This design comes from an exercise in tuning for small area, a short achievable clock period and few clock cycles on the open sky130 flow, not from production work.
In this exercise RTL edits were held to simulation tests only and were not proved equivalent to the original.

==> design.v <==
`default_nettype none
package abe_pkg;
   localparam logic OP_ENCODE = 1'b0;
   localparam logic OP_FINISH = 1'b1;
   localparam logic [1:0] STATUS_OK  = 2'd0;
   localparam logic [1:0] STATUS_BAD = 2'd1;
   localparam logic [1:0] STATUS_OVF = 2'd2;
   localparam logic [1:0] KIND_ENCODE = 2'd0;
   localparam logic [1:0] KIND_BAD    = 2'd1;
   localparam logic [1:0] KIND_FINISH = 2'd2;
   localparam logic [1:0] DESC_ENCODE = 2'd0;
   localparam logic [1:0] DESC_BAD    = 2'd1;
   localparam logic [1:0] DESC_OVF    = 2'd2;
   localparam logic [1:0] DESC_FINISH = 2'd3;
   localparam logic [4:0] PREC_MAX   = 5'd30;
   localparam logic [4:0] PREC_RESET = 5'd24;
   function automatic logic [4:0] clamp_prec(input logic [4:0] prec);
      clamp_prec = (prec > PREC_MAX) ? PREC_MAX : prec;
   endfunction
endpackage
`default_nettype wire
`default_nettype none
module abe_front
(
   input  wire logic          clock,
   input  wire logic          reset,
   input  wire logic          req_tvalid,
   output logic               req_tready,
   input  wire logic [63:0]   req_tdata,    
   input  wire logic [0:0]    req_tuser,    
   input  wire logic [4:0]    prec,
   output logic               r_valid,
   output logic [1:0]         r_kind,
   output logic [15:0]        r_cl,        
   output logic [15:0]        r_ch,        
   output logic               r_chn,       
   output logic               r_two,       
   input  wire logic          r_pop,
   input  wire logic          r_chunk
);
   logic [30:0] cl, ch, total;
   logic        bad, chn;
   logic [29:0] ch_adj;
   logic        take;
   logic        valid_ff;
   logic [1:0]  kind_ff;
   logic [29:0] cl_ff, ch_ff;
   logic        chn_ff, two_ff;
   assign cl     = req_tdata[30:0];
   assign ch     = req_tdata[61:31];
   assign total  = 31'd1 << prec;
   assign bad    = (cl >= ch) || (ch > total);
   assign chn    = (ch == total);
   assign ch_adj = chn ? 30'(total - 31'd1) : ch[29:0];
   assign req_tready = !valid_ff || r_pop;
   assign take       = req_tvalid && req_tready;
   always_ff @(posedge clock) begin
      if (reset) begin
         valid_ff <= 1'b0;
      end else if (take) begin
         valid_ff <= 1'b1;
      end else if (r_pop) begin
         valid_ff <= 1'b0;
      end
   end
   always_ff @(posedge clock) begin
      if (take) begin
         kind_ff <= (req_tuser[0] == abe_pkg::OP_FINISH) ? abe_pkg::KIND_FINISH :
                    bad ? abe_pkg::KIND_BAD : abe_pkg::KIND_ENCODE;
         cl_ff   <= cl[29:0];
         ch_ff   <= ch_adj;
         chn_ff  <= chn;
         two_ff  <= (cl[29:16] != '0) || (ch_adj[29:16] != '0);
      end else if (r_chunk) begin
         cl_ff   <= {16'd0, cl_ff[29:16]};
         ch_ff   <= {16'd0, ch_ff[29:16]};
      end
   end
   assign r_valid = valid_ff;
   assign r_kind  = kind_ff;
   assign r_cl    = cl_ff[15:0];
   assign r_ch    = ch_ff[15:0];
   assign r_chn   = chn_ff;
   assign r_two   = two_ff;
endmodule
`default_nettype wire
`default_nettype none
module abe_queue
(
   input  wire logic          clock,
   input  wire logic          reset,
   input  wire logic          d_load,
   input  wire logic [1:0]    d_type,
   input  wire logic [6:0]    d_pos,
   input  wire logic          d_carry,
   input  wire logic [30:0]   lo,
   input  wire logic [6:0]    top,         
   output logic               e_free,
   output logic               rsp_tvalid,
   input  wire logic          rsp_tready,
   output logic [7:0]         rsp_tdata,
   output logic               rsp_tlast,
   output logic [1:0]         rsp_tuser
);
   logic        dv_ff;
   logic [1:0]  dt_ff;
   logic [6:0]  dpos_ff;
   logic        dcar_ff;
   logic        adv;
   logic [30:0] elo_ff;
   logic [6:0]  eend_ff;
   logic        ev_ff;
   logic [1:0]  et_ff;
   logic [6:0]  pos_ff;
   logic        car_ff;
   logic        first_ff;
   logic [6:0]  pk_ff;
   logic [2:0]  pc_ff;
   logic        ov_ff;
   logic [7:0]  ob_ff;
   logic        ol_ff;
   logic [1:0]  os_ff;
   logic        out_free;
   logic        is_err, is_fin;
   logic        run;
   logic [6:0]  endp;
   logic [6:0]  rem, avail;
   logic [3:0]  t;
   logic [38:0] wsrc;
   logic [38:0] wsh;
   logic [7:0]  wb, rb, bits;
   logic [14:0] merged;
   logic [4:0]  tot;
   logic [6:0]  rem2;
   logic        full, pad, emit;
   logic [7:0]  obyte;
   logic        olast;
   logic        done;
   assign out_free = !ov_ff || rsp_tready;
   assign is_err   = (et_ff == abe_pkg::DESC_BAD) || (et_ff == abe_pkg::DESC_OVF);
   assign is_fin   = (et_ff == abe_pkg::DESC_FINISH);
   assign endp  = eend_ff;
   assign run   = (pos_ff >= 7'd32);
   assign rem   = pos_ff - endp;
   assign avail = (run && rem != '0) ? pos_ff - 7'd31 : rem;
   assign t     = (avail > 7'd8) ? 4'd8 : avail[3:0];
   assign wsrc = {elo_ff, 8'd0};
   assign wsh  = wsrc >> pos_ff[4:0];
   always_comb begin
      for (int i = 0; i < 8; i++) begin
         wb[i] = wsh[7 - i];
      end
   end
   always_comb begin
      rb = {8{!car_ff}};
      if (first_ff) rb[0] = car_ff;
   end
   assign bits = (run ? rb : wb) & ~(8'hff << t);
   assign merged = {8'd0, pk_ff} | ({7'd0, bits} << pc_ff);
   assign tot    = {2'b00, pc_ff} + {1'b0, t};
   assign rem2   = rem - {3'd0, t};
   assign full   = (tot >= 5'd8);
   assign pad    = is_fin && (rem2 == '0) && !full && (tot != '0);
   assign emit   = is_err || full || pad;
   assign obyte  = is_err ? 8'd0 : merged[7:0];
   always_comb begin
      if (is_err) begin
         olast = 1'b1;
      end else if (is_fin) begin
         olast = pad || ((tot[2:0] == 3'd0) && (rem2 == '0));
      end else begin
         olast = ({4'd0, tot[2:0]} + rem2) < 7'd8;
      end
   end
   assign done   = ev_ff && (is_err || ((rem2 == '0) && !(is_fin && full && (tot[2:0] != 3'd0))))
                   && (!emit || out_free);
   assign adv    = !ev_ff || done;
   assign e_free = !dv_ff || adv;
   always_ff @(posedge clock) begin
      if (reset) begin
         ev_ff    <= 1'b0;
         dv_ff    <= 1'b0;
         pk_ff    <= '0;
         pc_ff    <= '0;
         ov_ff    <= 1'b0;
      end else begin
         if (ev_ff && (!emit || out_free)) begin
            if (!is_err) begin
               if (pad) begin
                  pk_ff <= '0;
                  pc_ff <= '0;
               end else if (full) begin
                  pk_ff <= merged[14:8];
                  pc_ff <= tot[2:0];
               end else begin
                  pk_ff <= merged[6:0];
                  pc_ff <= tot[2:0];
               end
            end
         end
         if (d_load) begin
            dv_ff <= 1'b1;
         end else if (adv) begin
            dv_ff <= 1'b0;
         end
         if (adv) begin
            ev_ff <= dv_ff;
         end
         if (ev_ff && emit && out_free) begin
            ov_ff <= 1'b1;
         end else if (rsp_tready) begin
            ov_ff <= 1'b0;
         end
      end
   end
   always_ff @(posedge clock) begin
      if (d_load) begin
         dt_ff    <= d_type;
         dpos_ff  <= d_pos;
         dcar_ff  <= d_carry;
      end
      if (adv) begin
         et_ff    <= dt_ff;
         pos_ff   <= dpos_ff;
         car_ff   <= dcar_ff;
         elo_ff   <= lo;
         eend_ff  <= top;
         first_ff <= 1'b1;
      end else if (ev_ff && (!emit || out_free)) begin
         pos_ff   <= pos_ff - {3'd0, t};
         first_ff <= 1'b0;
      end
      if (ev_ff && emit && out_free) begin
         ob_ff <= obyte;
         ol_ff <= olast;
         os_ff <= is_err ? ((et_ff == abe_pkg::DESC_BAD) ? abe_pkg::STATUS_BAD
                                                          : abe_pkg::STATUS_OVF)
                         : abe_pkg::STATUS_OK;
      end
   end
   assign rsp_tvalid = ov_ff;
   assign rsp_tdata  = ob_ff;
   assign rsp_tlast  = ol_ff;
   assign rsp_tuser  = os_ff;
endmodule
`default_nettype wire
`default_nettype none
module abe_back
(
   input  wire logic          clock,
   input  wire logic          reset,
   input  wire logic [4:0]    prec,
   input  wire logic          r_valid,
   input  wire logic [1:0]    r_kind,
   input  wire logic [15:0]   r_cl,
   input  wire logic [15:0]   r_ch,
   input  wire logic          r_chn,
   input  wire logic          r_two,
   output logic               r_pop,
   output logic               r_chunk,
   input  wire logic          e_free,
   output logic               d_load,
   output logic [1:0]         d_type,
   output logic [6:0]         d_pos,       
   output logic               d_carry,
   output logic [30:0]        lo_q,
   output logic [6:0]         top_q        
);
   logic [30:0] s_ff, lo_ff;
   logic [31:0] hi_sum;
   logic [6:0]  tw_ff;                     
   logic        pass_ff;
   logic [46:0] accl_ff, acch_ff;
   logic [4:0]  m;
   logic [4:0]  bl;
   logic [30:0] dx;
   logic [6:0]  tp1;
   logic        lt;
   logic [4:0]  k, sh;
   logic [5:0]  shamt;
   logic [7:0]  twp1;
   logic        ovf;
   logic [30:0] lw;
   logic [31:0] addl, addh;
   logic [46:0] rl, rh;
   logic [62:0] xl, xh;
   logic [30:0] ql, qh;
   logic [31:0] lsum;
   logic [30:0] s_new;
   always_comb begin
      m = '0;
      for (int i = 0; i < 31; i++) begin
         if (s_ff[i]) m = 5'(i);
      end
   end
   assign hi_sum = {1'b0, lo_ff} + {1'b0, s_ff} - 32'd1;
   assign dx     = lo_ff ^ hi_sum[30:0];
   always_comb begin
      bl = '0;
      for (int i = 0; i < 31; i++) begin
         if (dx[i]) bl = 5'(i + 1);
      end
   end
   assign tp1 = (hi_sum[31] && tw_ff >= 7'd32) ? tw_ff : {2'b00, bl};
   assign lt    = (m < prec);
   assign k     = lt ? prec - m : 5'd0;
   assign sh    = lt ? m : prec;
   assign shamt = pass_ff ? {1'b0, sh} : {1'b0, sh} + 6'd16;
   assign twp1  = {1'b0, tp1} + {3'b000, k};
   assign ovf   = (k != '0) && hi_sum[31] && ({1'b0, tw_ff} + {3'b000, k} > 8'd64);
   assign lw    = lo_ff << k;
   assign addl = pass_ff ? {1'b0, accl_ff[46:16]} : 32'd0;
   assign addh = pass_ff ? {1'b0, acch_ff[46:16]} : (r_chn ? {1'b0, s_ff} : 32'd0);
   logic [46:0] s_w, cl_w, ch_w;
   logic [62:0] xls, xhs;
   assign s_w  = {16'd0, s_ff};
   assign cl_w = {31'd0, r_cl};
   assign ch_w = {31'd0, r_ch};
   assign rl   = s_w * cl_w + {15'd0, addl};
   assign rh   = s_w * ch_w + {15'd0, addh};
   assign xl   = {rl, pass_ff ? accl_ff[15:0] : 16'd0};
   assign xh   = {rh, pass_ff ? acch_ff[15:0] : 16'd0};
   assign xls  = xl >> shamt;
   assign xhs  = xh >> shamt;
   assign ql   = xls[30:0];
   assign qh   = xhs[30:0];
   assign s_new = qh - ql;
   assign lsum  = {1'b0, lw} + {1'b0, ql};
   logic is_enc, is_bad, is_fin, do_pass1, do_enc, do_ovf, do_bad, do_fin;
   assign is_enc   = r_valid && (r_kind == abe_pkg::KIND_ENCODE);
   assign is_bad   = r_valid && (r_kind == abe_pkg::KIND_BAD);
   assign is_fin   = r_valid && (r_kind == abe_pkg::KIND_FINISH);
   assign do_ovf   = is_enc && ovf && (!r_two || pass_ff) && e_free;
   assign do_pass1 = is_enc && r_two && !pass_ff;
   assign do_enc   = is_enc && !ovf && (!r_two || pass_ff) && e_free;
   assign do_bad   = is_bad && e_free;
   assign do_fin   = is_fin && e_free;
   assign r_pop   = e_free && (is_bad || is_fin || (is_enc && (!r_two || pass_ff)));
   assign r_chunk = do_pass1;
   assign d_load  = r_pop;
   assign d_type  = do_fin ? abe_pkg::DESC_FINISH :
                    do_bad ? abe_pkg::DESC_BAD :
                    do_ovf ? abe_pkg::DESC_OVF : abe_pkg::DESC_ENCODE;
   assign d_pos   = do_fin ? tp1 : twp1[6:0];
   assign d_carry = do_fin ? 1'b0 : lsum[31];
   always_ff @(posedge clock) begin
      if (reset) begin
         s_ff     <= 31'd1;
         lo_ff    <= '0;
         tw_ff    <= '0;
         pass_ff  <= 1'b0;
      end else begin
         if (do_enc) begin
            s_ff     <= s_new;
            lo_ff    <= lsum[30:0];
            tw_ff    <= twp1[6:0];
            pass_ff  <= 1'b0;
         end else if (do_fin) begin
            s_ff     <= 31'd1;
            tw_ff    <= '0;
         end else if (do_pass1) begin
            pass_ff  <= 1'b1;
         end else if (r_pop) begin
            pass_ff  <= 1'b0;
         end
      end
   end
   always_ff @(posedge clock) begin
      if (do_pass1) begin
         accl_ff <= rl;
         acch_ff <= rh;
      end
   end
   assign lo_q  = lo_ff;
   assign top_q = tp1;
endmodule
`default_nettype wire
`default_nettype none
module arithmetic_encoder_bitstream
(
   input  wire logic        clock,
   input  wire logic        reset,
   input  wire logic        req_tvalid,
   output logic             req_tready,
   input  wire logic [63:0] req_tdata,    
   input  wire logic [0:0]  req_tuser,    
   output logic             rsp_tvalid,
   input  wire logic        rsp_tready,
   output logic [7:0]       rsp_tdata,    
   output logic             rsp_tlast,
   output logic [1:0]       rsp_tuser,    
   input  wire logic        csr_valid,
   output logic             csr_ready,
   input  wire logic [4:0]  csr_wdata
);
   logic [4:0]  prec_ff;
   logic [4:0]  prec_eff;
   logic        r_valid, r_chn, r_two, r_pop, r_chunk;
   logic [1:0]  r_kind;
   logic [15:0] r_cl, r_ch;
   logic        e_free, d_load, d_carry;
   logic [1:0]  d_type;
   logic [6:0]  d_pos, top;
   logic [30:0] lo;
   assign csr_ready = 1'b1;
   assign prec_eff  = abe_pkg::clamp_prec(prec_ff);
   always_ff @(posedge clock) begin
      if (reset) begin
         prec_ff <= abe_pkg::PREC_RESET;
      end else if (csr_valid) begin
         prec_ff <= csr_wdata;
      end
   end
   abe_front u_front (
      .clock      (clock),
      .reset      (reset),
      .req_tvalid (req_tvalid),
      .req_tready (req_tready),
      .req_tdata  (req_tdata),
      .req_tuser  (req_tuser),
      .prec       (prec_eff),
      .r_valid    (r_valid),
      .r_kind     (r_kind),
      .r_cl       (r_cl),
      .r_ch       (r_ch),
      .r_chn      (r_chn),
      .r_two      (r_two),
      .r_pop      (r_pop),
      .r_chunk    (r_chunk)
   );
   abe_back u_back (
      .clock      (clock),
      .reset      (reset),
      .prec       (prec_eff),
      .r_valid    (r_valid),
      .r_kind     (r_kind),
      .r_cl       (r_cl),
      .r_ch       (r_ch),
      .r_chn      (r_chn),
      .r_two      (r_two),
      .r_pop      (r_pop),
      .r_chunk    (r_chunk),
      .e_free     (e_free),
      .d_load     (d_load),
      .d_type     (d_type),
      .d_pos      (d_pos),
      .d_carry    (d_carry),
      .lo_q       (lo),
      .top_q      (top)
   );
   abe_queue u_queue (
      .clock      (clock),
      .reset      (reset),
      .d_load     (d_load),
      .d_type     (d_type),
      .d_pos      (d_pos),
      .d_carry    (d_carry),
      .lo         (lo),
      .top        (top),
      .e_free     (e_free),
      .rsp_tvalid (rsp_tvalid),
      .rsp_tready (rsp_tready),
      .rsp_tdata  (rsp_tdata),
      .rsp_tlast  (rsp_tlast),
      .rsp_tuser  (rsp_tuser)
   );
endmodule
`default_nettype wire
==> run.sh <==
#!/bin/bash
# synth_recipe.tcl (not shown) runs the flow's synth.tcl, then flattens the netlist and writes it again
# the make line also repeats each setting of config.mk as NAME=value (left out here)
make -C /OpenROAD-flow-scripts/flow DESIGN_CONFIG=/design/flow/config.mk WORK_HOME=/design/flow/orfs CLKGATE_MAP_FILE= SYNTH_SCRIPT=/design/flow/synth_recipe.tcl finish
==> config.mk <==
export PLATFORM = sky130hd
export DESIGN_NAME = arithmetic_encoder_bitstream
export DESIGN_NICKNAME = arithmetic_encoder_bitstream
export VERILOG_FILES = /design/flow/design.v
export SDC_FILE = /design/flow/constraint.sdc
export NUM_CORES = 4
export LEC_CHECK = 0
export CAP_MARGIN = 5
export CORE_MARGIN = 2
export CORE_UTILIZATION = 45
export SLEW_MARGIN = 5
==> constraint.sdc <==
create_clock -name core_clock -period 11.0 [get_ports {clock}]
set_input_delay 2.2000 -clock core_clock [delete_from_list [all_inputs] [get_ports {clock}]]
set_output_delay 2.2000 -clock core_clock [all_outputs]
set_load 0.01 [all_outputs]
==> impl_metrics.toml, run 1 <==
[finish]
fillerInstances = 13900
synthToLayoutAreaGrowth_pct = 16.2
multi_input_area_um2 = 51600
drive_gt1_frac = 0.143
instances_no_fill = 10400
regArea_um2 = 8660
nets = 9827

[clock_tree]
cts_max_level = 2
numCtsBuffers = 43
cts_tree = "done"
cts.path.max_buffers = 3
clock-sinks = 317
cts.reportedPaths.clkPinSlew_ns = 0.06
cts_hold_buf = 0
insertion_delay_ns = 0.64
cts-root-buf = "clkbuf_16"

[critical_path]
critPathLaunch = "u_front.cl_ff[1]"
crit_path_start_kind = "register"
cpMaxStageDelayCell = "fa_1"
crit_path_frequent_cell = "fa_1"
cp_max_fo = 7
critPathMaxStageDelay_ns = 0.56
critPathRequiredTime_ns = 11.51
timing.rr.start = "u_front.cl_ff[1]"
arrival_ns = 11.19
critPathKind = "reg -> reg"
setup.worst_path.end_class = "register"

[synth]
synth_area_um2 = 65800
ys_types = 91
synth.avg_cell_area_um2 = 8.24
synth-seq-area-share = 0.131
synth_enable_flop_cells = 227
async_reset_ff_frac = 0
synth_seq_cells = 317
syn_inst = 7977
synth_flop_cell = "edfxtp_1"
yosys_warnings = 4

[place]
gp_congestion = 0.980
port-buffer-count = 85
place_ws_ns = -0.519
dpl.cell_count = 10300
dp_hpwl_um = 186000

[sta]
relSlewSlack = 0.230
fin_crit_ns = 10.67
whs_ns = 0.423
worst_slew_pin_slew_ns = 1.15
finalClockSkew_ns = 0.0243
fin_setup_tns_ns = 0
setup_viol = 0
setup_ws_ns = 0.328
finalHoldViolCount = 0
slew_violations = 0
post-route-period-util = 0.970
clock.fmax_mhz = 93.7

[floorplanning]
die_h_um = 386
core_um2 = 145000
start_util = 0.452
io_pins = 89
dieArea_um2 = 149000
die_w_um = 386
num_rows = 140

[min_path]
worstHoldStart = "u_queue.dt_ff[1]"
min_path_type = "reg -> reg"

[global_route]
grt_max_degree = 74
antenna_found_initial = 6
grt_pass1_vias = 59500
grtUsageTotal = 0.300
overflow = 0
grt_pass1_wl_um = 347000

[routing]
wl_per_cell_um = 21.7
wl_um = 225000
remaining_drc_errors = 0
ant_nets = 0
via_per_inst = 5.70
drt_first_iter_violations = 4536
drtPass1Iterations = 6
vias = 59100

[outcome]
status = "timing/DRC/antenna clean"

[run]
max_cap_viol_count = 0
metal layers:
metal / global-route usage / part of all wire / vias up
li1: - / - / 27300
met1: 0.404 / 0.42 / 29400
met2: 0.492 / 0.47 / 1946
met3: 0.0451 / 0.069 / 436
met4: 0.107 / 0.042 / 4
met5: 0 / 0.00012 / -
per-stage QoR:
| stage | utilization | instance area (µm²) |
|---|---|---|
| floorplan | - | 65800 |
| global placement | 0.509 | 74000 |
| detailed placement | 0.509 | 74000 |
| CTS | 0.520 | 75600 |
| global route | 0.525 | 76400 |
| finish | 0.526 | 76400 |
cells in the mapped netlist, types with 91 or more instances:
cell / instances / area, µm²
xnor2_1: 131 / 1150
clkbuf_1: 435 / 1630
nand3_1: 103 / 515
a211oi_1: 91 / 683
nor2_1: 417 / 1570
nor3_1: 104 / 521
o21ai_0: 278 / 1390
fa_1: 880 / 17600
inv_1: 1159 / 4350
mux2i_1: 244 / 2440
a21oi_1: 450 / 2250
and3_1: 91 / 569
edfxtp_1: 227 / 6820
nand2_1: 1267 / 4760
a21o_1: 116 / 871
ha_1: 466 / 5830
and2_1: 309 / 1930
worst paths after layout:
kind                 endpoint  slack [ns]  cells after the start
max reg2reg   u_back.s_ff[30]        0.33                     45
min          u_queue.et_ff[1]        0.42                      0
min reg2reg  u_queue.et_ff[1]        0.42                      0
max           u_back.s_ff[30]        0.33                     45
final cells by class:
| cell class | instances | share of cell area |
|---|---|---|
| Antenna cell | 1 | 0.0000328 |
| Sequential cell | 317 | 0.113 |
| Multi-Input combinational cell | 5986 | 0.676 |
| Clock inverter | 26 | 0.00408 |
| Tap cell | 1917 | 0.0314 |
| Clock buffer | 53 | 0.0150 |
| Inverter | 1166 | 0.0573 |
| Timing Repair Buffer | 892 | 0.103 |
sequential cells by signal (all words and copies together), names as in the netlist, 2 cells and up:
register and cells:
u_back.tw_ff 7, u_queue.os_ff 2, u_queue.pos_ff 7, u_queue.pc_ff 3, u_front.ch_ff 30, u_queue.eend_ff 7
u_queue.et_ff 2, u_back.accl_ff 47, u_front.kind_ff 2, u_queue.elo_ff 31, u_back.lo_ff 31, u_queue.dpos_ff 7
prec_ff 5, u_back.s_ff 31, u_front.cl_ff 30, u_queue.ob_ff 8, u_queue.pk_ff 7, u_back.acch_ff 47
u_queue.dt_ff 2
repair_timing:
| action | CTS | global route |
|---|---|---|
| pin swaps | 0 | 32 |
| gates resized for setup | 28 | 159 |
| gates cloned | 0 | 3 |
| endpoints found under the setup margin | 17 | 28 |
| buffers inserted | 1 | 13 |
| endpoints found under the hold margin | 0 | 0 |
cells by family after synthesis:
logic type,count (synthesis),share of synthesized area
AO/OA/AOI/OAI,1513,0.150
XOR/XNOR,190,0.0257
adder cells (fa/ha/maj),1346,0.357
buffers and inverters,1674,0.0960
flip-flops,317,0.131
multiplexers,359,0.0623
other,1,0.0000570
AND/OR/NAND/NOR,2577,0.179
critical path, delay by kind of cell (launching register included):
family	cells	cell delay [ns]
AOI/OAI and AO/OA	21	4.15
adders and majority gates	8	3.76
muxes	1	0.54
DFF	1	0.38
and+or+nand+nor	4	0.53
buffers and inverters	11	1.17
cells in the final DEF (no fill, tap or decap), types with 112 or more instances in the layout:
master	instances
nand2_1	1265
inv_1	1158
fa_1	879
buf_4	728
ha_1	459
a21oi_1	432
nor2_1	413
and2_1	308
o21ai_0	254
mux2i_1	229
edfxtp_1	227
xnor2_1	128
a21o_1	112
Testbench counts, summed over its fixed seeds: cycles 5,106.
==> run 2, diff against run 1 <==
--- a/config.mk
+++ b/config.mk
@@ -11 +11,2 @@
 export SLEW_MARGIN = 5
+export TNS_END_PERCENT = 5
==> run 2 against run 1 <==
Against the previous run: still clean on timing, DRC and antenna; clock skew down 0.0046 ns; hold slack barely moved; synthesized area unchanged; core utilization hardly changed; final cell count about the same; worst setup slack better by 0.026 ns; sequential share of layout area barely moved; synthesized cell count stayed put; largest cell class unchanged.
==> impl_metrics.toml, run 2 <==
[global_route]
grtUsageMet1 = 0.404
antenna_found_initial = 5
overflow = 0
grt_pass1_wl_um = 347000
grtUsageTotal = 0.301
top_usage_layer = "met2"
grt_pass1_vias = 59500
grt_max_degree = 74
use_met2 = 0.492
met3_usage = 0.0451

[finish]
utilization = 0.525
mostFrequentLayoutCells = "nand2_1, inv_1, fa_1"
drive_gt1_frac = 0.142
top_regs = "u_back.acch_ff (47), u_back.accl_ff (47)"
synthToLayoutAreaGrowth_pct = 16.1
layout_commonest_cell = "nand2_1"
fin_area_um2 = 76400
nets = 9823

[synth]
async_reset_ff_frac = 0
ys_types = 91
synth_seq_cells = 317
synth-seq-area-share = 0.131
synth_top_cell_area_share = 0.268
yosys_warnings = 4
synth_enable_flop_cells = 227
yosys-top-cells-count = "nand2_1, inv_1, fa_1"
synth.avg_cell_area_um2 = 8.24
yosysTopAreaCell = "fa_1"
synth_flop_cell = "edfxtp_1"
synth_area_leaders = "fa_1, edfxtp_1, ha_1"
syn_inst = 7977
synth_area_um2 = 65800
yosysMostFrequentCell = "nand2_1"

[clock_tree]
numCtsBuffers = 43
cts.path.max_buffers = 3
cts_hold_buf = 0
cts_max_level = 2
clock-sinks = 317
insertion_delay_ns = 0.64
cts-root-buf = "clkbuf_16"
cts.reportedPaths.clkPinSlew_ns = 0.06
cts_tree = "done"

[sta]
relSlewSlack = 0.233
setup_ws_ns = 0.354
setup_viol = 0
finalHoldViolCount = 0
finalClockSkew_ns = 0.0197
post-route-period-util = 0.968
fin_setup_tns_ns = 0
clock.fmax_mhz = 93.9
fin_crit_ns = 10.65
slew_violations = 0
worst_slew_pin_slew_ns = 1.14

[floorplanning]
die_h_um = 386
die_w_um = 386
num_rows = 140
start_util = 0.452
dieArea_um2 = 149000
io_pins = 89
core_um2 = 145000

[critical_path]
arrival_ns = 11.16
cp_max_fo = 7
critPathKind = "reg -> reg"
timing.rr.start = "u_front.cl_ff[1]"
critPathMaxStageDelay_ns = 0.56
reg2reg_slack_ns = 0.35
crit_path_frequent_cell = "fa_1"
setup.worst_path.end_class = "register"
reg2reg_to = "u_back.s_ff[30]"
crit_path_start_kind = "register"
critPathRequiredTime_ns = 11.52
r2r_cells = 45
cpMaxStageDelayCell = "fa_1"

[routing]
drt_first_iter_violations = 4626
via_per_inst = 5.70
wl_per_cell_um = 21.7
ant_nets = 0
drtPass1Iterations = 6
remaining_drc_errors = 0
wl_um = 224000
vias = 59000

[run]
max_cap_viol_count = 0

[min_path]
min_path_cells = 0
hold_end = "u_queue.et_ff[1]"
worstHoldStart = "u_queue.dt_ff[1]"
min_path_type = "reg -> reg"

[outcome]
status = "timing/DRC/antenna clean"

[place]
place_ws_ns = -0.519
gp_congestion = 0.980
dp_hpwl_um = 186000
place_area_um2 = 74000
port-buffer-count = 85
==> run 2: cell count changes in the layout (fill, tap and decap cells not counted) <==
cell,delta
ha_1,+2
dfxtp_2,+1
ha_2,-1
buf_4,-3
or3_1,-1
buf_2,-1
dfxtp_4,-1
or3_4,+1
ha_4,-1
==> run 2: metal layers <==
| metal | share of wire | up-vias |
|---|---|---|
| met5 | 0.00012 | - |
| met4 | 0.042 | 4 |
| met3 | 0.067 | 416 |
| met2 | 0.47 | 1877 |
| met1 | 0.43 | 29400 |
| li1 | - | 27200 |
==> run 2: worst max path at each step <==
stage	slack, ns	startpoint	end
floorplan	0.44	u_back.s_ff[11]	u_back.s_ff[30]
global placement	-0.49	u_back.s_ff[13]	u_queue.dcar_ff
detailed placement	-0.52	u_back.s_ff[13]	u_back.s_ff[30]
CTS	0.005	u_front.ch_ff[1]	u_back.s_ff[30]
global route	-0.09	u_front.cl_ff[1]	u_back.lo_ff[30]
finish	0.35	u_front.cl_ff[1]	u_back.s_ff[30]
==> run 2: kinds of logic after synthesis <==
kind of cell | share of synthesized area
and+or+nand+nor | 0.179
buffers and inverters | 0.0960
AOI/OAI and AO/OA | 0.150
adders and majority gates | 0.357
muxes | 0.0623
DFF | 0.131
xor gates and xnor gates | 0.0257
other | 0.0000570
==> run 2: final cells by class <==
| cell class | instances | area (µm²) |
|---|---|---|
| flip-flops and latches | 317 | 8660 |
| fillers | 13900 | 69000 |
| repair buffers | 888 | 7830 |
| inverters | 1166 | 4380 |
| clock buffers | 53 | 1140 |
| diodes | 1 | 2.50 |
| clock inverters | 26 | 312 |
| multi-input cells | 5986 | 51600 |
| well taps | 1917 | 2400 |
==> run 2: per-stage QoR <==
stage | instances | hold slack, ns
2_1_floorplan | 7977 | 0.400
3_3_place_gp | 10300 | 0.404
3_5_place_dp | 10300 | 0.407
4_1_cts | 10300 | 0.425
5_1_grt | 10400 | 0.425
6_report | 10400 | 0.424
==> run 2: worst max-delay path: cells and delay by family, from the launching register on <==
family,cells,cell delay [ns]
AND/OR/NAND/NOR,4,0.52
AO/OA/AOI/OAI,21,4.14
multiplexers,1,0.54
buffers and inverters,11,1.18
adder cells (fa/ha/maj),8,3.76
flip-flops,1,0.38
==> run 2: what timing repair did <==
item                                   in CTS  in global routing
cloned                                      0                  2
gates resized for setup                    29                156
pin swaps                                   0                 32
setup buffers                               0                 11
endpoints found under the hold margin       0                  0
setup endpoints to repair                  17                 28
==> run 3, diff against run 2 <==
--- a/config.mk
+++ b/config.mk
@@ -10,3 +10,3 @@
 export CORE_UTILIZATION = 45
+export PLACE_DENSITY = 0.75
 export SLEW_MARGIN = 5
-export TNS_END_PERCENT = 5
==> run 3 against run 2 <==
Against the previous run: still clean on timing, DRC and antenna; sequential cell count unchanged; routed wire length decreased by 3.7%; largest cell class unchanged; synthesized area unchanged; clock skew increased by 0.0096 ns.
==> impl_metrics.toml, run 3 <==
[critical_path]
critPathMaxStageDelay_ns = 0.54
timing.rr.start = "u_back.s_ff[7]"
cpMaxStageDelayCell = "fa_1"
critPathRequiredTime_ns = 11.53
r2r_cells = 43
crit_path_frequent_cell = "buf_4"
cp_max_fo = 8
reg2reg_slack_ns = 0.27
critPathKind = "reg -> reg"
crit_path_start_kind = "register"
arrival_ns = 11.26
setup.worst_path.end_class = "register"
reg2reg_to = "u_back.s_ff[29]"

[synth]
synth_seq_cells = 317
ys_types = 91
yosysTopAreaCell = "fa_1"
synth_area_leaders = "fa_1, edfxtp_1, ha_1"
synth_flop_cell = "edfxtp_1"
synth.avg_cell_area_um2 = 8.24
synth-seq-area-share = 0.131
yosys-top-cells-count = "nand2_1, inv_1, fa_1"
yosysMostFrequentCell = "nand2_1"
synth_top_cell_area_share = 0.268
synth_enable_flop_cells = 227
async_reset_ff_frac = 0
yosys_warnings = 4
synth_area_um2 = 65800
syn_inst = 7977

[floorplanning]
start_util = 0.452
die_w_um = 386
io_pins = 89
die_h_um = 386
core_um2 = 145000
dieArea_um2 = 149000
num_rows = 140

[finish]
multi_input_area_um2 = 51500
layout_commonest_cell = "nand2_1"
drive_gt1_frac = 0.135
regArea_um2 = 8660
top_regs = "u_back.acch_ff (47), u_back.accl_ff (47)"
nets = 9789
synthToLayoutAreaGrowth_pct = 15.4
fillerInstances = 13400
mostFrequentLayoutCells = "nand2_1, inv_1, fa_1"

[routing]
drt_first_iter_violations = 5687
ant_nets = 0
drtPass1Iterations = 7
via_per_inst = 5.81
wl_um = 216000
wl_per_cell_um = 20.9
remaining_drc_errors = 0
vias = 59900

[place]
place_ws_ns = -0.647
port-buffer-count = 85
gp_congestion = 1.01
dp_hpwl_um = 177000

[min_path]
min_path_type = "reg -> reg"
hold_end = "u_queue.et_ff[1]"
worstHoldStart = "u_queue.dt_ff[1]"
min_path_cells = 0

[global_route]
grt_pass1_wl_um = 339000
grt_max_degree = 87
antenna_found_initial = 3
grt_pass1_vias = 60400
overflow = 0
grtUsageTotal = 0.288

[sta]
relSlewSlack = 0.263
post-route-period-util = 0.975
slew_violations = 0
whs_ns = 0.427
worst_slew_pin_slew_ns = 1.11
fin_crit_ns = 10.73
finalClockSkew_ns = 0.0294
setup_ws_ns = 0.273
clock.fmax_mhz = 93.2
setup_viol = 0
finalHoldViolCount = 0

[clock_tree]
cts_hold_buf = 0
numCtsBuffers = 41
clock-sinks = 317
cts_max_level = 2
insertion_delay_ns = 0.64
cts_tree = "done"
cts-root-buf = "clkbuf_16"
cts.path.max_buffers = 3
cts.reportedPaths.clkPinSlew_ns = 0.07

[outcome]
status = "timing/DRC/antenna clean"

[run]
max_cap_viol_count = 0
## run 3: metrics by stage
stage	instance area [µm²]	std cells	TNS, ns	util
6_report	75900	10300	0	0.522
5_1_grt	75900	10300	-0.248	0.522
4_1_cts	75300	10300	-0.0104	0.518
3_5_place_dp	73800	10200	-4.42	0.508
3_3_place_gp	73800	10200	-3.51	0.508
2_1_floorplan	65800	7977	0	-
## run 3: timing repair
action / 4_1_cts / 5_1_grt
gates cloned: 0 / 0
pin swaps: 1 / 25
setup endpoints to repair: 21 / 27
resized for setup: 31 / 125
setup buffers: 0 / 10
## run 3: how the worst max path moves through the flow
stage / startpoint / to / slack [ns] / cells past startpoint
3_5_place_dp: u_back.s_ff[13] / u_queue.dcar_ff / -0.65 / 43
5_1_grt: u_front.cl_ff[8] / u_back.s_ff[29] / -0.12 / 45
3_3_place_gp: u_back.s_ff[13] / u_queue.dcar_ff / -0.56 / 43
4_1_cts: u_back.s_ff[13] / u_queue.dcar_ff / -0.01 / 40
2_1_floorplan: u_back.s_ff[11] / u_back.s_ff[30] / 0.44 / 44
6_report: u_back.s_ff[7] / u_back.s_ff[29] / 0.27 / 43
## run 3: critical path, delay by kind of cell (launching register included)
| kind | cells | cell delay, ns |
|---|---|---|
| buffers and inverters | 11 | 1.52 |
| AND/OR/NAND/NOR | 11 | 2.04 |
| adder cells (fa/ha/maj) | 8 | 3.61 |
| flip-flops | 1 | 0.44 |
| AO/OA/AOI/OAI | 12 | 2.50 |
| multiplexers | 1 | 0.51 |
## run 3: layout make-up
class | count | share of cell area
multi-input combinational | 5986 | 0.678
inverter | 1166 | 0.0577
clock inverter | 27 | 0.00382
tap | 1917 | 0.0316
antenna | 1 | 0.0000330
sequential | 317 | 0.114
clock buffer | 49 | 0.0145
timing repair buffer | 856 | 0.100
## run 3: metal layers
metal  vias up  GRT usage  routed length [µm]
met3       519     0.0458               18400
met5         -          0                  22
li1      27200          -                   -
met1     29600      0.388               88200
met2      2661      0.459               98300
met4         4      0.127               11200
## run 3: cell families after synthesis
| group | count (synthesis) | synth area share |
|---|---|---|
| and+or+nand+nor | 2577 | 0.179 |
| buffers and inverters | 1674 | 0.0960 |
| AOI/OAI and AO/OA | 1513 | 0.150 |
| adders and majority gates | 1346 | 0.357 |
| muxes | 359 | 0.0623 |
| DFF | 317 | 0.131 |
| xor gates and xnor gates | 190 | 0.0257 |
| other | 1 | 0.0000570 |
==> run 4, diff against run 3 <==
--- a/design.v
+++ b/design.v
@@ -313,17 +313,10 @@
    assign addh = pass_ff ? {1'b0, acch_ff[46:16]} : (r_chn ? {1'b0, s_ff} : 32'd0);
-   logic [46:0] s_w, cl_w, ch_w;
-   logic [62:0] xls, xhs;
-   assign s_w  = {16'd0, s_ff};
-   assign cl_w = {31'd0, r_cl};
-   assign ch_w = {31'd0, r_ch};
-   assign rl   = s_w * cl_w + {15'd0, addl};
-   assign rh   = s_w * ch_w + {15'd0, addh};
+   abe_mac u_macl (.a(s_ff), .b(r_cl), .c(addl), .r(rl));
+   abe_mac u_mach (.a(s_ff), .b(r_ch), .c(addh), .r(rh));
    assign xl   = {rl, pass_ff ? accl_ff[15:0] : 16'd0};
    assign xh   = {rh, pass_ff ? acch_ff[15:0] : 16'd0};
-   assign xls  = xl >> shamt;
-   assign xhs  = xh >> shamt;
-   assign ql   = xls[30:0];
-   assign qh   = xhs[30:0];
-   assign s_new = qh - ql;
-   assign lsum  = {1'b0, lw} + {1'b0, ql};
+   abe_shr u_shrl (.x(xl), .sh(shamt), .q(ql));
+   abe_shr u_shrh (.x(xh), .sh(shamt), .q(qh));
+   abe_add u_snew (.a(qh), .b(~ql), .cin(1'b1), .s(s_new), .cout());
+   abe_add u_lsum (.a(lw), .b(ql), .cin(1'b0), .s(lsum[30:0]), .cout(lsum[31]));
    logic is_enc, is_bad, is_fin, do_pass1, do_enc, do_ovf, do_bad, do_fin;
@@ -376,2 +369,40 @@
 endmodule
+`default_nettype wire
+`default_nettype none
+module abe_mac
+(
+   input  wire logic [30:0]   a,
+   input  wire logic [15:0]   b,
+   input  wire logic [31:0]   c,
+   output logic [46:0]        r
+);
+   logic [46:0] a_w, b_w;
+   assign a_w = {16'd0, a};
+   assign b_w = {31'd0, b};
+   assign r   = a_w * b_w + {15'd0, c};
+endmodule
+`default_nettype wire
+`default_nettype none
+module abe_shr
+(
+   input  wire logic [62:0]   x,
+   input  wire logic [5:0]    sh,
+   output logic [30:0]        q
+);
+   logic [62:0] t;
+   assign t = x >> sh;
+   assign q = t[30:0];
+endmodule
+`default_nettype wire
+`default_nettype none
+module abe_add
+(
+   input  wire logic [30:0]   a,
+   input  wire logic [30:0]   b,
+   input  wire logic          cin,
+   output logic [30:0]        s,
+   output logic               cout
+);
+   assign {cout, s} = {1'b0, a} + {1'b0, b} + {31'd0, cin};
+endmodule
 `default_nettype wire
--- a/config.mk
+++ b/config.mk
@@ -7,6 +7,6 @@
 export LEC_CHECK = 0
-export CAP_MARGIN = 5
+export CAP_MARGIN = 20
 export CORE_MARGIN = 2
 export CORE_UTILIZATION = 45
-export PLACE_DENSITY = 0.75
-export SLEW_MARGIN = 5
+export SLEW_MARGIN = 20
+export SYNTH_HIERARCHICAL = 1
==> run 4 against run 3 <==
Against the previous run: core utilization decreased by 1.8 points; die area is 5.7% higher; still clean; fmax rose by 1.1%; global-route usage is 2.0 points higher; routed wire length up 12%; highest routed layer is now met4; critical path type unchanged; via count rose by 1.0%; worst setup slack improved by 0.12 ns.
==> impl_metrics.toml, run 4 <==
[sta]
relSlewSlack = 0.235
fin_setup_tns_ns = 0
fin_crit_ns = 10.61
setup_ws_ns = 0.393
worst_slew_pin_slew_ns = 1.14
setup_viol = 0
clock.fmax_mhz = 94.3
finalClockSkew_ns = 0.0418
slew_violations = 0
rsz0062_at_grt = "false"
post-route-period-util = 0.964
finalHoldViolCount = 0

[critical_path]
crit_path_start_kind = "register"
timing.rr.start = "u_front.cl_ff[13]"
reg2reg_slack_ns = 0.39
r2r_cells = 39
cpMaxStageDelayCell = "edfxtp_1"
reg2reg_to = "u_back.lo_ff[28]"
cp_max_fo = 13
arrival_ns = 11.21
critPathKind = "reg -> reg"
critPathRequiredTime_ns = 11.61
critPathMaxStageDelay_ns = 0.64
crit_path_frequent_cell = "fa_1"
setup.worst_path.end_class = "register"

[floorplanning]
die_h_um = 397
dieArea_um2 = 158000
core_um2 = 154000
num_rows = 144
start_util = 0.452
io_pins = 89
die_w_um = 397

[clock_tree]
cts_hold_buf = 0
cts.reportedPaths.clkPinSlew_ns = 0.06
cts.path.max_buffers = 3
cts-root-buf = "clkbuf_16"
numCtsBuffers = 46
clock-sinks = 317
cts_tree = "done"
cts_max_level = 2
insertion_delay_ns = 0.68

[routing]
wl_um = 242000
via_per_inst = 5.82
vias = 60600
drt_first_iter_violations = 5188
remaining_drc_errors = 0
ant_nets = 0
drtPass1Iterations = 5
wl_per_cell_um = 23.3

[place]
dp_hpwl_um = 194000
gp_congestion = 0.985
port-buffer-count = 85
place_ws_ns = 0.224
dpl.cell_count = 10300

[finish]
instances_no_fill = 10400
diodes = 0
synthToLayoutAreaGrowth_pct = 11.6
top_regs = "u_back.acch_ff (47), u_back.accl_ff (47)"
mostFrequentLayoutCells = "inv_1, nand2_1, fa_1"
layout_commonest_cell = "inv_1"
utilization = 0.504
fillerInstances = 14700
nets = 9747
drive_gt1_frac = 0.128

[synth]
synth.avg_cell_area_um2 = 8.62
yosys_warnings = 10
syn_inst = 8070
synth_area_um2 = 69600

[outcome]
status = "timing/DRC/antenna clean"

[min_path]
hold_end = "u_queue.et_ff[1]"
min_path_type = "reg -> reg"
worstHoldStart = "u_queue.dt_ff[1]"
min_path_cells = 0

[global_route]
grt_max_degree = 75
grt_pass1_vias = 61600
grt_pass1_wl_um = 373000
antenna_found_initial = 5
grtUsageTotal = 0.308
overflow = 0

[run]
max_cap_viol_count = 0
## run 4: cell types whose count changed in the layout (fill, tap and decap cells not counted), moves of 43 or more
cell,before,now
buf_4,690,557
nor2_1,412,279
and2_1,310,512
inv_1,1158,1298
nand2_1,1264,1200
a21oi_1,435,392
mux4_2,32,154
## run 4: per-layer routing
metal / up-vias / global-route usage / share of wire
met2: 2483 / 0.500 / 0.46
met4: 0 / 0.100 / 0.037
met5: - / 0 / 0
li1: 27200 / - / -
met1: 30400 / 0.412 / 0.42
met3: 467 / 0.0621 / 0.085
## run 4: worst max-delay path by stage
stage	slack, ns	from	endpoint
floorplan	1.41	u_back.s_ff[21]	u_back.s_ff[18]
global placement	0.35	u_back.s_ff[5]	u_back.s_ff[24]
detailed placement	0.22	u_back.s_ff[5]	u_back.lo_ff[28]
CTS	0.16	u_back.s_ff[13]	u_back.lo_ff[28]
global route	0.005	u_back.s_ff[0]	u_back.s_ff[24]
finish	0.39	u_front.cl_ff[13]	u_back.lo_ff[28]
## run 4: area by class of cell
type / count / area (µm²) / share of cell area
multi-input combinational: 5954 / 53800 / 0.694
clock inverter: 31 / 368 / 0.00474
tap: 2044 / 2560 / 0.0330
inverter: 1309 / 4920 / 0.0634
sequential: 317 / 8640 / 0.111
timing repair buffer: 695 / 6050 / 0.0780
clock buffer: 54 / 1220 / 0.0157
## run 4: critical path: cells and delay by family, from the launching register on
| family | cells | cell delay, ns |
|---|---|---|
| mux | 1 | 0.29 |
| buf+inv | 8 | 1.10 |
| flops | 1 | 0.64 |
| compound gates | 16 | 3.58 |
| simple gates | 4 | 0.56 |
| fa+ha+maj | 9 | 4.24 |
| xor+xnor | 1 | 0.13 |
## run 4: metrics by stage
stage / hold WS [ns] / cell area (µm²)
floorplan: 0.400 / 69600
global placement: 0.405 / 75900
detailed placement: 0.406 / 75900
CTS: 0.421 / 77400
global route: 0.430 / 77600
finish: 0.421 / 77600
## run 4: repair_timing
item	CTS	global route
resized for setup	0	26
buffers inserted	0	7
setup endpoints to repair	0	26
Testbench counts of run 4, summed over its fixed seeds: cycles 5,106.
==> run 5, diff against run 4 <==
--- a/design.v
+++ b/design.v
@@ -33,8 +33,8 @@
    output logic [1:0]         r_kind,
-   output logic [15:0]        r_cl,        
-   output logic [15:0]        r_ch,        
+   output logic [29:0]        r_cl,
+   output logic [29:0]        r_ch,
    output logic               r_chn,       
-   output logic               r_two,       
    input  wire logic          r_pop,
-   input  wire logic          r_chunk
+   input  wire logic          r_chunk,
+   input  wire logic          r_dbl
 );
@@ -47,3 +47,3 @@
    logic [29:0] cl_ff, ch_ff;
-   logic        chn_ff, two_ff;
+   logic        chn_ff;
    assign cl     = req_tdata[30:0];
@@ -72,3 +72,2 @@
          chn_ff  <= chn;
-         two_ff  <= (cl[29:16] != '0) || (ch_adj[29:16] != '0);
       end else if (r_chunk) begin
@@ -76,2 +75,5 @@
          ch_ff   <= {16'd0, ch_ff[29:16]};
+      end else if (r_dbl) begin
+         cl_ff   <= {cl_ff[28:0], 1'b0};
+         ch_ff   <= {ch_ff[28:0], chn_ff};
       end
@@ -80,6 +82,5 @@
    assign r_kind  = kind_ff;
-   assign r_cl    = cl_ff[15:0];
-   assign r_ch    = ch_ff[15:0];
+   assign r_cl    = cl_ff;
+   assign r_ch    = ch_ff;
    assign r_chn   = chn_ff;
-   assign r_two   = two_ff;
 endmodule
@@ -254,8 +255,8 @@
    input  wire logic [1:0]    r_kind,
-   input  wire logic [15:0]   r_cl,
-   input  wire logic [15:0]   r_ch,
+   input  wire logic [29:0]   r_cl,
+   input  wire logic [29:0]   r_ch,
    input  wire logic          r_chn,
-   input  wire logic          r_two,
    output logic               r_pop,
    output logic               r_chunk,
+   output logic               r_dbl,
    input  wire logic          e_free,
@@ -268,7 +269,15 @@
 );
+   localparam logic [1:0] P0 = 2'd0;       
+   localparam logic [1:0] P1 = 2'd1;       
+   localparam logic [1:0] P2 = 2'd2;       
+   localparam logic [1:0] P3 = 2'd3;       
    logic [30:0] s_ff, lo_ff;
+   logic [4:0]  z_ff;                      
+   logic        a0_ff;                     
+   logic [6:0]  tw_ff;
+   logic        busy_ff;
+   logic [1:0]  ph_ff;
+   logic [4:0]  dcnt_ff;
+   logic [41:0] accl_ff, acch_ff;
    logic [31:0] hi_sum;
-   logic [6:0]  tw_ff;                     
-   logic        pass_ff;
-   logic [46:0] accl_ff, acch_ff;
    logic [4:0]  m;
@@ -278,4 +287,7 @@
    logic        lt;
-   logic [4:0]  k, sh;
-   logic [5:0]  shamt;
+   logic [4:0]  k, dd;
+   logic [30:0] st;
+   logic        a0nz, chinz;
+   logic [1:0]  cur, nxt;
+   logic        last;
    logic [7:0]  twp1;
@@ -283,5 +295,5 @@
    logic [30:0] lw;
-   logic [31:0] addl, addh;
-   logic [46:0] rl, rh;
-   logic [62:0] xl, xh;
+   logic [24:0] opa;
+   logic [41:0] addl, addh;
+   logic [41:0] rl, rh;
    logic [30:0] ql, qh;
@@ -289,8 +301,5 @@
    logic [30:0] s_new;
-   always_comb begin
-      m = '0;
-      for (int i = 0; i < 31; i++) begin
-         if (s_ff[i]) m = 5'(i);
-      end
-   end
+   logic [4:0]  z;
+   abe_lzc u_lzc (.x(s_new), .z(z));
+   assign m      = 5'd31 - z_ff;
    assign hi_sum = {1'b0, lo_ff} + {1'b0, s_ff} - 32'd1;
@@ -304,33 +313,65 @@
    assign tp1 = (hi_sum[31] && tw_ff >= 7'd32) ? tw_ff : {2'b00, bl};
-   assign lt    = (m < prec);
-   assign k     = lt ? prec - m : 5'd0;
-   assign sh    = lt ? m : prec;
-   assign shamt = pass_ff ? {1'b0, sh} : {1'b0, sh} + 6'd16;
-   assign twp1  = {1'b0, tp1} + {3'b000, k};
-   assign ovf   = (k != '0) && hi_sum[31] && ({1'b0, tw_ff} + {3'b000, k} > 8'd64);
-   assign lw    = lo_ff << k;
-   assign addl = pass_ff ? {1'b0, accl_ff[46:16]} : 32'd0;
-   assign addh = pass_ff ? {1'b0, acch_ff[46:16]} : (r_chn ? {1'b0, s_ff} : 32'd0);
-   abe_mac u_macl (.a(s_ff), .b(r_cl), .c(addl), .r(rl));
-   abe_mac u_mach (.a(s_ff), .b(r_ch), .c(addh), .r(rh));
-   assign xl   = {rl, pass_ff ? accl_ff[15:0] : 16'd0};
-   assign xh   = {rh, pass_ff ? acch_ff[15:0] : 16'd0};
-   abe_shr u_shrl (.x(xl), .sh(shamt), .q(ql));
-   abe_shr u_shrh (.x(xh), .sh(shamt), .q(qh));
-   abe_add u_snew (.a(qh), .b(~ql), .cin(1'b1), .s(s_new), .cout());
-   abe_add u_lsum (.a(lw), .b(ql), .cin(1'b0), .s(lsum[30:0]), .cout(lsum[31]));
-   logic is_enc, is_bad, is_fin, do_pass1, do_enc, do_ovf, do_bad, do_fin;
-   assign is_enc   = r_valid && (r_kind == abe_pkg::KIND_ENCODE);
-   assign is_bad   = r_valid && (r_kind == abe_pkg::KIND_BAD);
-   assign is_fin   = r_valid && (r_kind == abe_pkg::KIND_FINISH);
-   assign do_ovf   = is_enc && ovf && (!r_two || pass_ff) && e_free;
-   assign do_pass1 = is_enc && r_two && !pass_ff;
-   assign do_enc   = is_enc && !ovf && (!r_two || pass_ff) && e_free;
-   assign do_bad   = is_bad && e_free;
-   assign do_fin   = is_fin && e_free;
-   assign r_pop   = e_free && (is_bad || is_fin || (is_enc && (!r_two || pass_ff)));
-   assign r_chunk = do_pass1;
+   assign lt   = (m < prec);
+   assign k    = lt ? prec - m : 5'd0;
+   assign dd   = lt ? 5'd0 : m - prec;
+   assign twp1 = {1'b0, tp1} + {3'b000, k};
+   assign ovf  = (k != '0) && hi_sum[31] && ({1'b0, tw_ff} + {3'b000, k} > 8'd64);
+   assign lw   = lo_ff << k;
+   abe_shl u_shl (.x(s_ff), .sh(z_ff), .y(st));
+   assign a0nz  = a0_ff;
+   logic a0_new;
+   assign a0_new = (s_new[30] && (s_new[5:0] != '0)) ||
+                   (s_new[30:29] == 2'b01 && (s_new[4:0] != '0)) ||
+                   (s_new[30:28] == 3'b001 && (s_new[3:0] != '0)) ||
+                   (s_new[30:27] == 4'b0001 && (s_new[2:0] != '0)) ||
+                   (s_new[30:26] == 5'b00001 && (s_new[1:0] != '0)) ||
+                   (s_new[30:25] == 6'b000001 && s_new[0]);
+   assign chinz = (r_cl[29:16] != '0) || (r_ch[29:16] != '0);
+   assign cur   = busy_ff ? ph_ff : (a0nz ? P0 : P1);
+   assign last  = (cur == P3) || ((cur == P1) && !chinz);
+   always_comb begin
+      unique case (cur)
+         P0:      nxt = P1;
+         P1:      nxt = a0nz ? P2 : P3;
+         default: nxt = P3;
+      endcase
+   end
+   assign opa = (cur == P0 || cur == P2) ? {19'd0, st[5:0]} : st[30:6];
+   always_comb begin
+      if (!busy_ff) begin
+         addl = '0;
+         addh = !r_chn ? '0 : a0nz ? {11'd0, st} : {17'd0, st[30:6]};
+      end else begin
+         unique case (cur)
+            P1:      begin addl = accl_ff >> 6;  addh = acch_ff >> 6;  end
+            P2:      begin addl = accl_ff >> 10; addh = acch_ff >> 10; end
+            default: begin
+               addl = a0nz ? accl_ff >> 6 : accl_ff >> 16;
+               addh = a0nz ? acch_ff >> 6 : acch_ff >> 16;
+            end
+         endcase
+      end
+   end
+   abe_mac u_macl (.a(opa), .b(r_cl[15:0]), .c(addl), .r(rl));
+   abe_mac u_mach (.a(opa), .b(r_ch[15:0]), .c(addh), .r(rh));
+   assign ql   = (cur == P3) ? rl[38:8] : {13'd0, rl[41:24]};
+   assign qh   = (cur == P3) ? rh[38:8] : {13'd0, rh[41:24]};
+   abe_sub u_snew (.a(qh), .b(ql), .d(s_new));
+   abe_add u_lsum (.a(lw), .b(ql), .s(lsum));
+   logic is_enc, is_bad, is_fin, do_dbl, do_pass, do_enc, do_ovf, do_fin, ready;
+   assign is_enc  = r_valid && (r_kind == abe_pkg::KIND_ENCODE);
+   assign is_bad  = r_valid && (r_kind == abe_pkg::KIND_BAD);
+   assign is_fin  = r_valid && (r_kind == abe_pkg::KIND_FINISH);
+   assign do_dbl  = is_enc && !busy_ff && (dcnt_ff != dd);
+   assign ready   = !do_dbl && last;
+   assign do_pass = is_enc && !do_dbl && !last;
+   assign do_ovf  = is_enc && ready && ovf && e_free;
+   assign do_enc  = is_enc && ready && !ovf && e_free;
+   assign do_fin  = is_fin && e_free;
+   assign r_pop   = e_free && (is_bad || is_fin || (is_enc && ready));
+   assign r_chunk = do_pass && (cur == P1);
+   assign r_dbl   = do_dbl;
    assign d_load  = r_pop;
    assign d_type  = do_fin ? abe_pkg::DESC_FINISH :
-                    do_bad ? abe_pkg::DESC_BAD :
+                    is_bad ? abe_pkg::DESC_BAD :
                     do_ovf ? abe_pkg::DESC_OVF : abe_pkg::DESC_ENCODE;
@@ -341,5 +382,9 @@
          s_ff     <= 31'd1;
+         z_ff     <= 5'd31;
+         a0_ff    <= 1'b0;
          lo_ff    <= '0;
          tw_ff    <= '0;
-         pass_ff  <= 1'b0;
+         busy_ff  <= 1'b0;
+         ph_ff    <= P0;
+         dcnt_ff  <= '0;
       end else begin
@@ -347,12 +392,20 @@
             s_ff     <= s_new;
+            z_ff     <= z;
+            a0_ff    <= a0_new;
             lo_ff    <= lsum[30:0];
             tw_ff    <= twp1[6:0];
-            pass_ff  <= 1'b0;
          end else if (do_fin) begin
             s_ff     <= 31'd1;
+            z_ff     <= 5'd31;
+            a0_ff    <= 1'b0;
             tw_ff    <= '0;
-         end else if (do_pass1) begin
-            pass_ff  <= 1'b1;
-         end else if (r_pop) begin
-            pass_ff  <= 1'b0;
+         end
+         if (r_pop) begin
+            busy_ff  <= 1'b0;
+            dcnt_ff  <= '0;
+         end else if (do_dbl) begin
+            dcnt_ff  <= dcnt_ff + 5'd1;
+         end else if (do_pass) begin
+            busy_ff  <= 1'b1;
+            ph_ff    <= nxt;
          end
@@ -361,3 +414,3 @@
    always_ff @(posedge clock) begin
-      if (do_pass1) begin
+      if (do_pass) begin
          accl_ff <= rl;
@@ -373,11 +426,11 @@
 (
-   input  wire logic [30:0]   a,
+   input  wire logic [24:0]   a,
    input  wire logic [15:0]   b,
-   input  wire logic [31:0]   c,
-   output logic [46:0]        r
+   input  wire logic [41:0]   c,
+   output logic [41:0]        r
 );
-   logic [46:0] a_w, b_w;
-   assign a_w = {16'd0, a};
-   assign b_w = {31'd0, b};
-   assign r   = a_w * b_w + {15'd0, c};
+   logic [41:0] a_w, b_w;
+   assign a_w = {17'd0, a};
+   assign b_w = {26'd0, b};
+   assign r   = a_w * b_w + c;
 endmodule
@@ -385,11 +438,36 @@
 `default_nettype none
-module abe_shr
+module abe_shl
 (
-   input  wire logic [62:0]   x,
-   input  wire logic [5:0]    sh,
-   output logic [30:0]        q
+   input  wire logic [30:0]   x,
+   input  wire logic [4:0]    sh,
+   output logic [30:0]        y
 );
-   logic [62:0] t;
-   assign t = x >> sh;
-   assign q = t[30:0];
+   logic [31:0] t;
+   assign t = {1'b0, x} << sh;
+   assign y = t[31:1];
+endmodule
+`default_nettype wire
+`default_nettype none
+module abe_lzc
+(
+   input  wire logic [30:0]   x,
+   output logic [4:0]         z
+);
+   logic [31:0] y0;
+   logic [15:0] y1;
+   logic [7:0]  y2;
+   logic [3:0]  y3;
+   logic [1:0]  y4;
+   logic [4:0]  n;
+   assign y0   = {1'b0, x};
+   assign n[4] = (y0[31:16] == '0);
+   assign y1   = n[4] ? y0[15:0] : y0[31:16];
+   assign n[3] = (y1[15:8] == '0);
+   assign y2   = n[3] ? y1[7:0] : y1[15:8];
+   assign n[2] = (y2[7:4] == '0);
+   assign y3   = n[2] ? y2[3:0] : y2[7:4];
+   assign n[1] = (y3[3:2] == '0);
+   assign y4   = n[1] ? y3[1:0] : y3[3:2];
+   assign n[0] = !y4[1];
+   assign z    = n;
 endmodule
@@ -401,7 +479,15 @@
    input  wire logic [30:0]   b,
-   input  wire logic          cin,
-   output logic [30:0]        s,
-   output logic               cout
+   output logic [31:0]        s
 );
-   assign {cout, s} = {1'b0, a} + {1'b0, b} + {31'd0, cin};
+   assign s = {1'b0, a} + {1'b0, b};
+endmodule
+`default_nettype wire
+`default_nettype none
+module abe_sub
+(
+   input  wire logic [30:0]   a,
+   input  wire logic [30:0]   b,
+   output logic [30:0]        d
+);
+   assign d = a - b;
 endmodule
@@ -428,5 +514,5 @@
    logic [4:0]  prec_eff;
-   logic        r_valid, r_chn, r_two, r_pop, r_chunk;
+   logic        r_valid, r_chn, r_pop, r_chunk, r_dbl;
    logic [1:0]  r_kind;
-   logic [15:0] r_cl, r_ch;
+   logic [29:0] r_cl, r_ch;
    logic        e_free, d_load, d_carry;
@@ -457,5 +543,5 @@
       .r_chn      (r_chn),
-      .r_two      (r_two),
       .r_pop      (r_pop),
-      .r_chunk    (r_chunk)
+      .r_chunk    (r_chunk),
+      .r_dbl      (r_dbl)
    );
@@ -470,5 +556,5 @@
       .r_chn      (r_chn),
-      .r_two      (r_two),
       .r_pop      (r_pop),
       .r_chunk    (r_chunk),
+      .r_dbl      (r_dbl),
       .e_free     (e_free),
==> run 5 against run 4 <==
Against the previous run: sequential share of layout area up 0.25 points; global-route usage down 2.1 points; sequential cell count down 10; worst setup slack worse by 0.53 ns; final area down 7.2%; largest cell class unchanged; clock skew up 0.064 ns; the layout now fails its checks (setup timing); hold slack worse by 0.00086 ns; synthesized cell count down 13%; count of clock-buffer cells in the layout down 4; highest routed layer unchanged; routed wire length down 19%.
==> impl_metrics.toml, run 5 <==
[critical_path]
critPathKind = "reg -> reg"
critPathRequiredTime_ns = 11.56
setup.worst_path.end_class = "register"
cp_max_fo = 9
crit_path_frequent_cell = "fa_1"
reg2reg_slack_ns = -0.14
crit_path_start_kind = "register"
arrival_ns = 11.70
critPathMaxStageDelay_ns = 0.54
cpMaxStageDelayCell = "fa_1"

[clock_tree]
cts.path.max_buffers = 3
cts_hold_buf = 0
numCtsBuffers = 42
cts.reportedPaths.clkPinSlew_ns = 0.07
cts_max_level = 2
insertion_delay_ns = 0.66
clock-sinks = 307
cts_tree = "done"
cts-root-buf = "clkbuf_16"

[finish]
top_regs = "u_back.acch_ff (36), u_back.accl_ff (36)"
layout_commonest_cell = "inv_1"
synthToLayoutAreaGrowth_pct = 20.5
drive_gt1_frac = 0.192
fin_area_um2 = 72000
utilization = 0.547
nets = 8958
mostFrequentLayoutCells = "inv_1, nand2_1, buf_4"

[floorplanning]
num_rows = 133
core_um2 = 132000
io_pins = 89
die_h_um = 368
die_w_um = 368
dieArea_um2 = 136000
start_util = 0.454

[global_route]
grt_max_degree = 74
grtUsageMet1 = 0.390
met3_usage = 0.0356
overflow = 0
grt_pass1_wl_um = 307000
grt_pass1_vias = 53500
top_usage_layer = "met2"
use_met2 = 0.474
antenna_found_initial = 3
grtUsageTotal = 0.287

[sta]
fin_setup_tns_ns = -0.268
finalHoldViolCount = 0
post-route-period-util = 1.01
slew_violations = 0
fin_crit_ns = 11.14
clock.fmax_mhz = 89.8
relSlewSlack = 0.227
finalClockSkew_ns = 0.106
rsz0062_at_grt = "true"
worst_slew_pin_slew_ns = 1.16
setup_ws_ns = -0.135
setup_viol = 2

[synth]
synth.avg_cell_area_um2 = 8.48
synth_area_um2 = 59700
yosys_warnings = 10
syn_inst = 7043

[place]
gp_congestion = 0.962
port-buffer-count = 85
place_area_um2 = 67800
place_ws_ns = -0.865
dp_hpwl_um = 162000

[routing]
ant_nets = 0
drt_first_iter_violations = 4398
vias = 53000
wl_um = 197000
wl_per_cell_um = 20.7
drtPass1Iterations = 6
remaining_drc_errors = 0
via_per_inst = 5.59

[run]
max_cap_viol_count = 0

[outcome]
check.faults = "setup timing"
status = "complete, but fails checks"

[min_path]
min_path_type = "reg -> reg"
-- run 5: path summary, 6_finish.rpt --
kind,startpoint,endpoint,cells past startpoint
min,u_queue.dt_ff[0],u_queue.et_ff[0],0
max,u_back.z_ff[0],u_back.z_ff[0],48
min reg2reg,u_queue.dt_ff[0],u_queue.et_ff[0],0
max reg2reg,u_back.z_ff[0],u_back.z_ff[0],48
-- run 5: metrics by stage --
stage | std cells | hold slack [ns]
final | 9482 | 0.420
after floorplan | 7054 | 0.400
after global placement | 9329 | 0.407
after global routing | 9481 | 0.444
after CTS | 9446 | 0.421
after detailed placement | 9329 | 0.409
-- run 5: routing by layer --
layer	up-vias	wire length [µm]
met5	-	0
met4	0	7050
met3	319	11600
met2	1766	92800
met1	26400	85200
li1	24500	-
-- run 5: layout make-up --
type                            count  area [µm²]
Tap cell                         1755        2200
Antenna cell                        1        2.50
Multi-Input combinational cell   5108       47300
Clock inverter                     28         313
Inverter                         1288        4840
Fill cell                       12100       59600
Sequential cell                   307        8200
Clock buffer                       50        1120
Timing Repair Buffer              945        8000
-- run 5: timing repair --
action | CTS | global route
pin swaps | 110 | 132
cloned | 1 | 1
setup buffers | 40 | 34
endpoints found under the hold margin | 0 | 0
resized for setup | 264 | 198
endpoints found under the setup margin | 6 | 5
-- run 5: critical path: cells and delay by family (launching register included) --
family | cells | cell delay, ns
AO/OA/AOI/OAI | 10 | 1.91
XOR/XNOR | 2 | 0.42
adder cells (fa/ha/maj) | 8 | 3.59
buffers and inverters | 13 | 1.37
flip-flops | 1 | 0.39
multiplexers | 5 | 1.56
AND/OR/NAND/NOR | 10 | 1.77
Testbench counts of run 5, summed over its fixed seeds: cycles 5,106.

## afterwards: timing with drivers on the ports
How much do the figures lean on ideal ports? The routed layouts below were timed once more, with nothing changed but the port constraints.
Step 1 sets driving cells, clkbuf_16 on the clock port and buf_2 on the other inputs (assumed; they add their load-dependent delay and slew).
Step 2 times the ports against the registers' clock, not the clock port: input delays grow and output delays shrink by t, the midpoint of the rising clock arrivals with the driver on.
a / b / c = ideal ports / drivers / drivers and shift; a / b = the first two.
| run | shift t [ns] | setup slack, ns | worst setup path after step 2 | worst data-port slew with drivers (ns) | cell pins on the clock port's net |
|---|---|---|---|---|---|
| run 1 | 0.702 | 0.328 / 0.328 / 0.328 | register to register | 0.06 | 1 |
| run 2 | 0.704 | 0.354 / 0.354 / 0.354 | register to register | 0.06 | 1 |
| run 3 | 0.695 | 0.273 / 0.273 / 0.273 | register to register | 0.05 | 1 |
| run 4 | 0.744 | 0.393 / 0.393 / 0.393 | register to register | 0.06 | 1 |
| run 5 | 0.690 | -0.135 / -0.135 / -0.135 | register to register | 0.09 | 1 |
